Context: an optimization exercise on an open-source flow, tuned for small area and few clock cycles per item. The choices shown serve that exercise and are no tape-out recipe.
Function was checked by simulation only, so behaviour that the tests miss may differ from the original.

// fpmul_top
module fpmul_top (
	input  logic              clk,
	input  logic              rst,
	input  logic              in_valid,
	input  logic [31:0]       a,
	input  logic [31:0]       b,
	input  logic              out_credit,
	output logic              in_credit,
	output logic              out_valid,
	output logic [31:0]       z,
	output logic [FLAG_W-1:0] flags
);
Size: ~2200 cells after synthesis, roughly 110 I/O pins, ~27000 um^2 of cells after synthesis.
export LEC_CHECK = 0
export CAP_MARGIN = 20
export CORE_MARGIN = 2
export CORE_UTILIZATION = 60
export CTS_BUF_LIST = sky130_fd_sc_hd__clkbuf_8
export CTS_CLUSTER_DIAMETER = 60
export CTS_CLUSTER_SIZE = 18
export PLACE_DENSITY = 0.7
export SLEW_MARGIN = 20
export SYNTH_HIERARCHICAL = 1
export SYNTH_MINIMUM_KEEP_SIZE = 0
create_clock -name core_clock -period 9.0 [get_ports {clk}]
standard.sh (not shown) runs the stock make flow with config.mk's settings and CLKGATE_MAP_FILE= SYNTH_SCRIPT=/design/flow/synth_recipe.tcl, a recipe that flattens the netlist after the stock synthesis.
==> flow/flow/run.sh <==
#!/bin/bash
# The standard layout, except that the port buffers are the smallest buffer
# cell instead of the flow's default choice. Every port still gets one.
set -e
export BUFFER_PORTS_ARGS="-buffer_cell sky130_fd_sc_hd__buf_1"
bash standard.sh > standard.log 2>&1
Testbench counts at the start, summed over its fixed seeds: cycles 4,808, items 4,800.
Then changed:
Settings changed: CTS_BUF_LIST sky130_fd_sc_hd__clkbuf_8 to sky130_fd_sc_hd__clkbuf_4, CTS_CLUSTER_DIAMETER 60 to default, CTS_CLUSTER_SIZE 18 to default.
Outcome: Final area went up by 1.6%. Wire length rose by 1.1%. Cell count went up by 3.3%. Critical path depth is lower by 2. Count of clock-buffer cells in the layout is higher by 84. Register-to-register slack is better by 0.04 ns. Area after synthesis does not change. Fmax is higher by 0.44%. Global-route usage rose by 0.64 points.
Then changed:
==> flow/run.sh (new file) <==
#!/bin/bash
# synth_recipe.tcl (not shown) runs the flow's synth.tcl, then flattens the netlist and writes it again
# the make line also repeats each setting of config.mk as NAME=value (left out here)
make -C /OpenROAD-flow-scripts/flow DESIGN_CONFIG=/design/flow/config.mk WORK_HOME=/design/flow/orfs CLKGATE_MAP_FILE= SYNTH_SCRIPT=/design/flow/synth_recipe.tcl finish
Settings changed: CORE_UTILIZATION 60 to 70, PLACE_DENSITY 0.7 to 0.75.
removed: flow/flow/run.sh
removed: flow/standard.sh
The changed run went through all stages and came out clean. Die area goes down by about a fifth. Final area rose by a few percent. Non-clock buffer count rose by 2. Worst setup slack gains 0.012 ns. Via count climbs slightly. Sequential share of layout area went down by 0.63 points. Utilization went up by 13 points.
Then changed:
Settings changed: CORE_UTILIZATION 70 to 60, CTS_BUF_LIST sky130_fd_sc_hd__clkbuf_4 to default, PLACE_DENSITY 0.75 to 0.7.
Result: The changed run completed with no timing, DRC or antenna violations. Worst setup slack gets better by 0.15 ns. Via count drops by 2.1%. Synthesized cell count stays the same. Cell area climbs by 0.36%. Critical path depth does not change. Utilization drops by 11 points. Routed wire length climbs by 3.2%. First-iteration DRC count drops by 4.8%.


fpmul_top again, from the RTL that the note above started with.
==> flow/config.mk <==
export PLATFORM = sky130hd
export DESIGN_NAME = fpmul_top
export DESIGN_NICKNAME = fpmul_top
export VERILOG_FILES = /design/flow/design.v
export SDC_FILE = /design/flow/constraint.sdc
export NUM_CORES = 4
export LEC_CHECK = 0
export CAP_MARGIN = 20
export CORE_MARGIN = 2
export CORE_UTILIZATION = 60
export CTS_BUF_LIST = sky130_fd_sc_hd__clkbuf_4 sky130_fd_sc_hd__clkbuf_8
export PLACE_DENSITY = 0.7
export SLEW_MARGIN = 20
export SYNTH_HIERARCHICAL = 1
export SYNTH_MINIMUM_KEEP_SIZE = 0
==> flow/constraint.sdc <==
create_clock -name core_clock -period 9.0 [get_ports {clk}]
set_input_delay 1.8000 -clock core_clock [delete_from_list [all_inputs] [get_ports {clk}]]
set_output_delay 1.8000 -clock core_clock [all_outputs]
set_load 0.01 [all_outputs]
run.sh (not shown) runs the stock make flow with config.mk's settings and CLKGATE_MAP_FILE= SYNTH_SCRIPT=/design/flow/synth_recipe.tcl, a recipe that flattens the netlist after the stock synthesis.
Stock flow here: none of the scripts above is used.
Testbench counts at the start, summed over its fixed seeds: cycles 4,808, items 4,800.
Change:
==> flow/flow/run.sh (new file) <==
#!/bin/bash
# The standard layout, except that the port buffers are the smallest buffer
# cell instead of the flow's default choice. Every port still gets one.
set -e
export BUFFER_PORTS_ARGS="-buffer_cell sky130_fd_sc_hd__buf_1"
bash standard.sh > standard.log 2>&1
==> flow/standard.sh (new file) <==
#!/bin/bash
# synth_recipe.tcl (not shown) runs the flow's synth.tcl, then flattens the netlist and writes it again
# the make line also repeats each setting of config.mk as NAME=value (left out here)
make -C /OpenROAD-flow-scripts/flow DESIGN_CONFIG=/design/flow/config.mk WORK_HOME=/design/flow/orfs CLKGATE_MAP_FILE= SYNTH_SCRIPT=/design/flow/synth_recipe.tcl "${@:-finish}"
Settings changed: CTS_BUF_LIST sky130_fd_sc_hd__clkbuf_4 sky130_fd_sc_hd__clkbuf_8 to sky130_fd_sc_hd__clkbuf_8, CTS_CLUSTER_DIAMETER from default to 60, CTS_CLUSTER_SIZE from default to 18, GPL_TIMING_DRIVEN from default to 0.
removed: flow/run.sh
What happened: Die area does not change. Cell area rises by 1.3%. Final cell count barely changes. Via count went up by 3.6%. Flip-flop and latch count is unchanged. Global-route usage is higher by 0.97 points.
Change:
Settings changed: CTS_CLUSTER_DIAMETER 60 to 50, CTS_CLUSTER_SIZE 18 to 14, GPL_TIMING_DRIVEN 0 to default.
The new run went through all stages and came out clean; final area decreases by 4.5%; via count came out lower by 3.0%; critical path depth is unchanged; clock skew rose by 0.032 ns.
Change:
Settings changed: CAP_MARGIN 20 to 0, CTS_CLUSTER_DIAMETER 50 to 60, CTS_CLUSTER_SIZE 14 to 18, SLEW_MARGIN 20 to 0.
Result:
- area after synthesis does not change
- non-clock buffer count shrinks by 1
- final cell count shrinks slightly

-- static timing again, ports no longer ideal --
Ports are ideal in the flow. The routed layouts listed here were re-timed in OpenROAD. Step 1, drivers: a clkbuf_16 drives clk and a buf_2 each remaining input, both assumed. Step 2 times the ports against the registers' clock, not the clock port: input delays grow and output delays shrink by t, the midpoint of the rising clock arrivals with the driver on. Slacks: no drivers / after step 1 / after step 2; pairs: no drivers / after step 1.
run	t (ns)	setup slack, ns	pins driven straight from the clock port
the first run of note 1	0.672	0.273 / 0.273 / 0.273	1
the second run of note 1	0.847	0.311 / 0.311 / 0.311	1
the third run of note 1	0.778	0.323 / 0.323 / 0.323	1
the fourth run of note 1	0.600	0.477 / 0.477 / 0.477	1
the first run of note 2	0.687	0.635 / 0.635 / 0.635	1
the second run of note 2	0.626	0.290 / 0.290 / 0.290	1
the third run of note 2	0.644	0.268 / 0.268 / 0.268	1
the fourth run of note 2	0.676	0.321 / 0.321 / 0.321	1
After both steps every run listed still meets setup and hold.
